This is an optimization exercise on Yosys and OpenROAD, whose aim is small area, a short achievable clock period and few clock cycles, not a production implementation. Function was checked by simulation only, so behaviour that the tests miss may differ from the original.

==> run G <==
// gcn_top
module gcn_top (
    input  logic                                      clk,
    input  logic                                      rst_n,
    input  logic                                      start,
    input  logic [6-1:0][3-1:0]    edge_src,
    input  logic [6-1:0][3-1:0]    edge_dst,
    input  logic [6-1:0][5-1:0]    feat_col,
    input  logic [3-1:0][5-1:0]  weight_row,
    output logic                                      feat_re,
    output logic [4-1:0]                    feat_addr,
    output logic [6-1:0][2-1:0]   y,
    output logic                                      done
);
clock: 7.5 ns
lec_check: 0
cap_margin: 20
core_margin: 2
core_utilization: 40
setup_slack_margin: 4.0
slew_margin: 20
synth_hierarchical: 1
run.sh (not shown) runs the stock make flow with config.mk's settings and CLKGATE_MAP_FILE= SYNTH_SCRIPT=/design/flow/synth_recipe.tcl, a recipe that flattens the netlist after the stock synthesis.
==> inputs of run R, as changes to run G <==
--- a/flow/config.mk
+++ b/flow/config.mk
@@ -10,3 +10,3 @@
 export CORE_UTILIZATION = 40
-export SETUP_SLACK_MARGIN = 4.0
+export SETUP_SLACK_MARGIN = 3.6
 export SLEW_MARGIN = 20
==> results.txt <==
| metric | run G | run R |
|---|---|---|
| Result of the run | complete, no violations | complete, no violations |
| Layout Cell Area excl Fill | 46830 um^2 | 45190 um^2 |
| Vias/cell | 5.502 | 5.434 |
| Critical Path AT | 3850 ps | 4290 ps |
| Global-route wire length before repair | 171.5 mm | 169.5 mm |
| Layout buffer count excluding clock buffers | 224 | 124 |
| Achievable Freq | 0.2883 GHz | 0.2685 GHz |
| Area added between synthesis and finish | 13.90% | 9.911% |
| Met3 wire length | 7.544 mm | 5.862 mm |
| Met1 routed wirelength after detailed routing | 54.42 mm | 50.98 mm |
| Clock buffer and inverter area fraction after layout | 4.218% | 4.371% |
| Post-route core utilization | 45.97% | 44.36% |
| Fraction of layout cells with a size suffix above 1 | 13.76% | 9.399% |
| Met2 Usage GRT | 31.74% | 31.30% |
| FF-to-FF Start | i_xfm.g_node[2].g_cls[1].u_mac.acc[6]$_DFF_P_ | i_agg.wdiff[9]$_DFF_P_ |
| Number of setup buffers added after CTS | 19 | 2 |
| Launching instance or port of the critical path | i_xfm.g_node[2].g_cls[1].u_mac.acc[6]$_DFF_P_ | i_agg.wdiff[9]$_DFF_P_ |
| Total area of sequential cells | 8608 um^2 | 8513 um^2 |
| Portion of the layout cell area used by non-clock buffers | 5.658% | 2.865% |
| Fraction of area in multi-input gates | 66.87% | 68.87% |
| Antenna fix cells | 1 | 2 |
Testbench counts of run G, summed over its fixed seeds: cycles 8,064.
Testbench counts of run R, summed over its fixed seeds: cycles 8,064.


==> harbor <==
gcn_top, a different RTL version from the one above (not shown whole).
clock: 7.5 ns
lec_check: 0
cap_margin: 20
core_margin: 2
core_utilization: 40
setup_slack_margin: 3
slew_margin: 20
synth_hierarchical: 1
==> willow (differences from harbor) <==
--- a/flow/config.mk
+++ b/flow/config.mk
@@ -8,6 +8,6 @@
 export CAP_MARGIN = 20
 export CORE_MARGIN = 2
 export CORE_UTILIZATION = 40
-export SETUP_SLACK_MARGIN = 3
+export SETUP_SLACK_MARGIN = 4.0
 export SLEW_MARGIN = 20
 export SYNTH_HIERARCHICAL = 1
==> cedar (differences from harbor) <==
--- a/flow/config.mk
+++ b/flow/config.mk
@@ -8,6 +8,6 @@
 export CAP_MARGIN = 20
 export CORE_MARGIN = 2
 export CORE_UTILIZATION = 40
-export SETUP_SLACK_MARGIN = 3
+export SETUP_SLACK_MARGIN = 5
 export SLEW_MARGIN = 20
 export SYNTH_HIERARCHICAL = 1
==> notes <==
- The lowest worst hold slack belongs to willow, the highest to harbor.
- Against harbor, the critical path depth of cedar is lower by 2.
- Sequential share of layout area: willow is lower than harbor (1.1 points).
- Die area is the same in cedar and harbor.
- The lowest clock skew belongs to willow, the highest to cedar.
- In willow the core utilization is lower than in cedar, by 7.7 points.
Testbench counts of harbor, summed over its fixed seeds: cycles 8,064.
Testbench counts of willow, summed over its fixed seeds: cycles 8,064.
Testbench counts of cedar, summed over its fixed seeds: cycles 8,064.


==> job 7190: inputs <==
gcn_top, a different RTL version from the one above (not shown whole).
Settings: LEC_CHECK=0, CAP_MARGIN=20, CORE_MARGIN=2, CORE_UTILIZATION=40, SETUP_SLACK_MARGIN=4.0, SLEW_MARGIN=20; clock period 7.5 ns.
==> job 2101 (differences from job 7190) <==
SETUP_SLACK_MARGIN = unset   (was 4.0)
==> results.yml <==
drt:
  drtIter0Drc: 1710
worst_setup_path:
  crit_fanout: 6
  r2r_cells: 16
  cp-endpoint: "i_xfm.pend[14]$_DFF_P_"
  r2r-end: "i_xfm.pend[14]$_DFF_P_"
run_status:
  outcome: "finished clean"
layout:
  antenna_cells: 6
  final-clk-cell-share: 0.0339
  drive_gt1_frac: 0.187
  instances_no_fill: 6127
grt:
  grt_pass1_wl_mm: 184
[end of results for job 7190]
==> results.yml <==
worst_setup_path:
  crit_fanout: 37
  r2r_cells: 15
run_status:
  outcome: "finished clean"
layout:
  drive_gt1_frac: 0.0457
  instances_no_fill: 5921
  antenna_cells: 0
  final-clk-cell-share: 0.0356
drt:
  drtIter0Drc: 1640
grt:
  grt_pass1_wl_mm: 169
[end of results for job 2101]
Testbench counts of job 7190, summed over its fixed seeds: cycles 7,680.
Testbench counts of job 2101, summed over its fixed seeds: cycles 7,680.


==> inputs of raven <==
gcn_top, a different RTL version from the one above (not shown whole).
// gcn_top
module gcn_top (
    input  logic                                      clk,
    input  logic                                      rst_n,
    input  logic                                      start,
    input  logic [6-1:0][3-1:0]    edge_src,
    input  logic [6-1:0][3-1:0]    edge_dst,
    input  logic [6-1:0][5-1:0]    feat_col,
    input  logic [3-1:0][5-1:0]  weight_row,
    output logic                                      feat_re,
    output logic [4-1:0]                    feat_addr,
    output logic [6-1:0][2-1:0]   y,
    output logic                                      done
);
    logic                                                     accept;
    logic                                                     pre_first;
    logic                                                     last_cyc;
    logic [6-1:0][6-1:0]                    adj;
    logic [6-1:0][8-1:0]                    agg_sum;
    logic [3-1:1][9-1:0]                   wdiff;
    logic [6-1:0][3-1:1][18-1:0]  acc;
    logic [6-1:0][3-1:1][3-1:0] pend;
    gcn_sequencer i_seq (
        .clk       (clk),
        .rst_n     (rst_n),
        .start     (start),
        .accept    (accept),
        .pre_first (pre_first),
        .last_cyc  (last_cyc),
        .feat_re   (feat_re),
        .feat_addr (feat_addr)
    );
    gcn_adjacency i_adj (
        .clk      (clk),
        .accept   (accept),
        .edge_src (edge_src),
        .edge_dst (edge_dst),
  ...
clock: 7.5 ns
lec_check: 0
abc_clock_period_in_ps: 3000
cap_margin: 20
core_margin: 2
core_utilization: 40
cts_buf_list: sky130_fd_sc_hd__clkbuf_8
cts_cluster_diameter: 60
cts_cluster_size: 16
place_density: 0.75
setup_slack_margin: 4.3
slew_margin: 20
synth_hierarchical: 1
==> maple: changes against raven <==
Settings changed: CORE_UTILIZATION 40 to 55.
==> results.txt <==
quantity	maple	raven
Outcome	no timing/DRC/antenna violations	no timing/DRC/antenna violations
Area growth from synthesis to final layout	7.31%	8.49%
Met1 track demand over resource	34.2%	24.9%
Post-route non-filler standard cell count	5819	6190
Cell with the biggest individual delay on the critical path	dfrtp_1	clkdlybuf4s50_1
Routing usage on met3	3.44%	2.95%
Setup ws final	4.38 ns	4.39 ns
Worst setup timing slack at the placement stage	3.92 ns	3.87 ns
Share of layout cells above drive strength 1	18.6%	18.6%
Arrival time worst endpoint	1.62 ns	1.61 ns
Vertical die dimension	285 um	334 um
Clock insertion delay at the later pin of the skew report	0.71 ns	0.77 ns
Via count of the first global-routing pass	33500	34400
Slowest cell delay on critical path	0.46 ns	0.53 ns
Number of vias after detailed routing	34400	34800
Testbench counts of raven, summed over its fixed seeds: cycles 8,064.
Testbench counts of maple, summed over its fixed seeds: cycles 8,064.


==> job 2943 <==
Another version of the RTL of gcn_top (not shown whole).
clock: 7.5 ns
lec_check: 0
abc_clock_period_in_ps: 3000
cap_margin: 20
core_margin: 2
core_utilization: 40
cts_buf_list: sky130_fd_sc_hd__clkbuf_8
cts_cluster_diameter: 60
cts_cluster_size: 16
setup_slack_margin: 4.0
slew_margin: 20
synth_hierarchical: 1
==> inputs of job 8212, as changes to job 2943 <==
--- a/flow/config.mk
+++ b/flow/config.mk
@@ -8,10 +8,10 @@
 export ABC_CLOCK_PERIOD_IN_PS = 3000
 export CAP_MARGIN = 20
 export CORE_MARGIN = 2
 export CORE_UTILIZATION = 40
 export CTS_BUF_LIST = sky130_fd_sc_hd__clkbuf_8
 export CTS_CLUSTER_DIAMETER = 60
 export CTS_CLUSTER_SIZE = 16
-export SETUP_SLACK_MARGIN = 4.0
+export SETUP_SLACK_MARGIN = 4.2
 export SLEW_MARGIN = 20
 export SYNTH_HIERARCHICAL = 1
==> inputs of job 8889, as changes to job 2943 <==
--- a/flow/design.v
+++ b/flow/design.v
@@ -380,41 +380,57 @@
     assign ag_282 = ag_274 | (ag_275 & ag_272);
     assign ag_283 = ag_275 & ag_273;
     assign ag_284 = ag_276 | (ag_277 & ag_272);
     assign ag_285 = ag_277 & ag_273;
     assign ag_286 = 1'b0 & ag_284;
     assign ag_287 = 1'b0 & ag_285;
     assign sum_nxt[5] = {(1'b0 ^ ag_284), (ag_251 ^ ag_282), (ag_262 ^ ag_280), (ag_260 ^ ag_278), (ag_258 ^ ag_272), (ag_256 ^ ag_270), (ag_254 ^ ag_253), ag_252};
-    always_ff @(posedge clk) begin
+    always_ff @(posedge clk)
         agg_sum <= sum_nxt;
-        wdiff   <= wd_nxt;
-    end
+    assign wdiff = wd_nxt;    
 endmodule
 `timescale 1ns/1ps
 module gcn_transform (
     input  logic                                                      clk,
     input  logic                                                      pre_first,
     input  logic [6-1:0][8-1:0]                     agg_sum,
     input  logic [3-1:1][9-1:0]                    wdiff,
     output logic [6-1:0][3-1:1][18-1:0]   acc,
     output logic [6-1:0][3-1:1][3-1:0]  pend
 );
+    localparam int WGRP = 2;
+    logic [6/WGRP-1:0][3-1:1][9-1:0] wd_q;
+    for (genvar g = 0; g < 6 / WGRP; g++) begin : g_wreg
+        gcn_wreg u_wreg (
+            .clk (clk),
+            .d   (wdiff),
+            .q   (wd_q[g])
+        );
+    end
     for (genvar n = 0; n < 6; n++) begin : g_node
         for (genvar c = 1; c < 3; c++) begin : g_cls
             gcn_mac u_mac (
                 .clk       (clk),
                 .pre_first (pre_first),
                 .agg       (agg_sum[n]),
-                .wd        (wdiff[c]),
+                .wd        (wd_q[n / WGRP][c]),
                 .acc       (acc[n][c]),
                 .pend      (pend[n][c])
             );
         end
     end
 endmodule
+module gcn_wreg (
+    input  logic                                      clk,
+    input  logic [3-1:1][9-1:0]    d,
+    output logic [3-1:1][9-1:0]    q
+);
+    always_ff @(posedge clk)
+        q <= d;
+endmodule
 module gcn_mac (
     input  logic                      clk,
     input  logic                      pre_first,
     input  logic [8-1:0]     agg,
     input  logic [9-1:0]      wd,
     output logic [18-1:0]     acc,
     output logic [3-1:0]    pend
==> comparison table <==
metric	job 2943	job 8212	job 8889
Number of buffers and inverters on the critical path	2	2	0
Router iterations before antenna repair	6	5	19
Result of the run	finished clean	finished clean	finished clean
Starting utilization of the core area	40.4%	40.4%	40.3%
Data required, critical path	8070 ps	8080 ps	8180 ps
Register fraction of the total cell area	19.3%	19.0%	20.9%
Met3 Usage GRT	2.83%	2.97%	3.14%
Number of cells after detailed placement	5599	5599	5646
Pin count of the biggest net entering global routing	49	49	23
Number of buffers created by CTS	49	49	61
Setup crit start	i_agg.wdiff[0]$_DFF_P_	i_agg.wdiff[0]$_DFF_P_	i_xfm.g_wreg[0].u_wreg.q[9]$_DFF_P_
Vias per Instance	5.61	5.65	5.53
Met2 WL post-DR	49800 µm	51800 µm	49000 µm
Global routing met2 resource utilization	32.1%	33.1%	31.9%
Tightest hold margin	370 ps	366 ps	436 ps
Global-route total usage across every layer	20.6%	21.3%	19.7%
Routing usage on met1	29.5%	30.3%	26.6%
Layout cells sized above 1	16.1%	18.8%	15.5%
Net count after synthesis	5215	5215	5255
Post-CTS Setup Bufs	28	45	0
Placed standard-cell area	0.0435 mm²	0.0435 mm²	0.0442 mm²
Vias in the first global route	31967	32218	31282
Testbench counts of job 2943, summed over its fixed seeds: cycles 8,064.
Testbench counts of job 8212, summed over its fixed seeds: cycles 8,064.
Testbench counts of job 8889, summed over its fixed seeds: cycles 8,064.


==> inputs of run C <==
gcn_top, a different RTL version from the one above (not shown whole).
make LEC_CHECK=0 CAP_MARGIN=20 CORE_MARGIN=2 CORE_UTILIZATION=40 SETUP_SLACK_MARGIN=4.3 SLEW_MARGIN=20 SYNTH_HIERARCHICAL=1 finish   # period 7.5 ns
==> inputs of run B, as changes to run C <==
--- a/flow/design.v
+++ b/flow/design.v
@@ -62,32 +62,34 @@
     input  logic [6-1:0][6-1:0]     adj,
     input  logic [6-1:0][5-1:0]    feat_col,
     input  logic [3-1:0][5-1:0]  weight_row,
     output logic [6-1:0][8-1:0]     agg_sum,
     output logic [3-1:1][9-1:0]    wdiff
 );
     logic [6-1:0][5-1:0]  xr;
-    logic [3-1:1][9-1:0]  wd_nxt, wd_r;
+    logic [3-1:1][5:0]            wd_r;
+    logic [3-1:1][9-1:0]  wd_nxt;
     logic [6-1:0][8-1:0]   sum_nxt;
+    always_ff @(posedge clk) begin
+        xr <= feat_col;
+        for (int c = 1; c < 3; c++)
+            wd_r[c] <= 6'(weight_row[c]) - 6'(weight_row[0]);
+    end
     always_comb begin
         for (int c = 1; c < 3; c++) begin
             logic [6:0] d;
-            d = {6'(weight_row[c]) - 6'(weight_row[0]), 1'b0};
+            d = {wd_r[c], 1'b0};
             for (int i = 0; i < 3; i++) begin
                 wd_nxt[c][3 * i]     = d[2 * i + 1] ^ d[2 * i];
                 wd_nxt[c][3 * i + 1] = (d[2 * i + 2] & ~d[2 * i + 1] & ~d[2 * i]) |
                                        (~d[2 * i + 2] & d[2 * i + 1] & d[2 * i]);
                 wd_nxt[c][3 * i + 2] = d[2 * i + 2] & ~(d[2 * i + 1] & d[2 * i]);
             end
         end
     end
-    always_ff @(posedge clk) begin
-        xr   <= feat_col;
-        wd_r <= wd_nxt;
-    end
     logic ag_0, ag_1, ag_2, ag_3, ag_4, ag_5, ag_6, ag_7;
     logic ag_8, ag_9, ag_10, ag_11, ag_12, ag_13, ag_14, ag_15;
     logic ag_16, ag_17, ag_18, ag_19, ag_20, ag_21, ag_22, ag_23;
     logic ag_24, ag_25, ag_26, ag_27, ag_28, ag_29, ag_30, ag_31;
     logic ag_32, ag_33, ag_34, ag_35, ag_36, ag_37, ag_38, ag_39;
     logic ag_40, ag_41, ag_42, ag_43, ag_44, ag_45, ag_46, ag_47;
     logic ag_48, ag_49, ag_50, ag_51, ag_52, ag_53, ag_54, ag_55;
@@ -445,15 +447,15 @@
     assign ag_452 = ag_444 | (ag_445 & ag_440);
     assign ag_453 = ag_445 & ag_441;
     assign ag_454 = 1'b0 & ag_452;
     assign ag_455 = 1'b0 & ag_453;
     assign sum_nxt[5] = {(1'b0 ^ ag_452), (ag_419 ^ ag_450), (ag_430 ^ ag_448), (ag_428 ^ ag_446), (ag_426 ^ ag_440), (ag_424 ^ ag_438), (ag_422 ^ ag_421), ag_420};
     always_ff @(posedge clk) begin
         agg_sum <= sum_nxt;
-        wdiff   <= wd_r;
+        wdiff   <= wd_nxt;
     end
 endmodule
 `timescale 1ns/1ps
 module gcn_transform (
     input  logic                                                      clk,
     input  logic                                                      pre_first,
     input  logic [6-1:0][8-1:0]                     agg_sum,
ABC_CLOCK_PERIOD_IN_PS = 3000   (was not set)
CTS_BUF_LIST = sky130_fd_sc_hd__clkbuf_16   (was not set)
CTS_CLUSTER_DIAMETER = 80   (was not set)
CTS_CLUSTER_SIZE = 20   (was not set)
SETUP_SLACK_MARGIN = 4.0   (was 4.3)
==> results.txt <==
Against run C, the via count of run B is smaller by 4.5%.
Hold slack: run C is worse than run B (0.070 ns).
Against run C, the critical path depth of run B is lower by 2.
Run C produced a clean layout. Run B completed with no timing, DRC or antenna violations.
Of run B and run C, run C has the higher setup slack (gap 0.046 ns).
Of run B and run C, run C has the higher synthesized cell count (gap about 0.6%, measured against run C).
Fmax: run C is larger than run B (1.4%).
Between run B and run C, the lower utilization is in run B (gap 3.7 points).
==> figures <==
Result of the run: run B finished clean; run C finished clean
Data arrival time at the worst-slack endpoint: run B 3.96 ns; run C 3.95 ns
Net Count, Synth: run B 5,225; run C 5,248
Cell Count, Final, Fillers Out: run B 5,680; run C 5,836
Fraction of standard cell area that is sequential: run B 0.186; run C 0.175
Number of violations reported at the end of detailed-routing iteration 0: run B 2,162; run C 2,566
Worst setup slack for register-to-register paths: run B 4.06 ns; run C 4.11 ns
Number of cells on the critical path: run B 12; run C 14
Non-Clock Inverter Count: run B 122; run C 123
TritonCTS Buffers: run B 34; run C 52
Final instance area: run B 45,600 sq um; run C 49,400 sq um
Antenna violations before repair: run B 4; run C 5
Global-route track usage on met3: run B 0.0270; run C 0.0356
Clock Skews: run B 0.0305 ns; run C 0.0340 ns
Count of clock-net buffers in the final layout: run B 38; run C 65
Total Die Area: run B 106,000 sq um; run C 106,000 sq um
Multi-input gate area in the final layout: run B 31,500 sq um; run C 33,200 sq um
Post-placement worst setup slack: run B 3.46 ns; run C 3.44 ns
Multi-input gate count: run B 3,540; run C 3,558
Testbench counts of run C, summed over its fixed seeds: cycles 8,064.
Testbench counts of run B, summed over its fixed seeds: cycles 8,064.

separate check: timing with driven ports:
Ports are ideal in the flow. The routed layouts listed here were re-timed in OpenROAD. Step 1, drivers: a clkbuf_16 drives clk and a buf_2 each remaining input, both assumed. Step 2 also shifts input and output timing later by t, the mid clock arrival at the registers, as if the neighbouring blocks saw the same clock. Three values: no drivers, after step 1, after step 2; two values: the first two.
run	t, ns	setup WS [ns]	worst setup path at the end	worst register clock-pin slew, ns	worst data-port slew with drivers (ns)
run G	0.706	4.032 / 4.032 / 3.681	input to register	0.07 / 0.07	0.06
run R	0.701	3.776 / 3.776 / 3.606	input to register	0.07 / 0.07	0.06
harbor	0.682	3.280 / 3.280 / 3.280	register to register	0.06 / 0.06	0.05
willow	0.702	3.895 / 3.895 / 3.538	input to register	0.07 / 0.07	0.04
cedar	0.722	3.973 / 3.973 / 3.973	register to register	0.07 / 0.07	0.06
job 7190	0.673	3.484 / 3.484 / 2.988	input to register	0.06 / 0.06	0.19
job 2101	0.668	2.776 / 2.776 / 2.235	input to register	0.06 / 0.06	0.05
raven	0.817	4.393 / 4.325 / 3.787	input to register	0.10 / 0.10	0.10
maple	0.755	4.381 / 4.317 / 3.815	input to register	0.10 / 0.10	0.14
job 2943	0.754	4.098 / 4.032 / 3.607	input to register	0.10 / 0.10	0.08
job 8212	0.760	4.099 / 4.099 / 3.544	input to register	0.10 / 0.10	0.07
job 8889	0.825	4.122 / 4.122 / 3.806	input to register	0.10 / 0.10	0.12
run C	0.710	4.107 / 4.107 / 3.663	input to register	0.07 / 0.07	0.09
run B	0.665	4.061 / 4.061 / 3.563	input to register	0.09 / 0.09	0.09
After both steps setup and hold are still met in every run listed. For raven, which loses most, drivers alone change the setup slack by -0.068 ns; drivers and shift together by -0.606 ns.
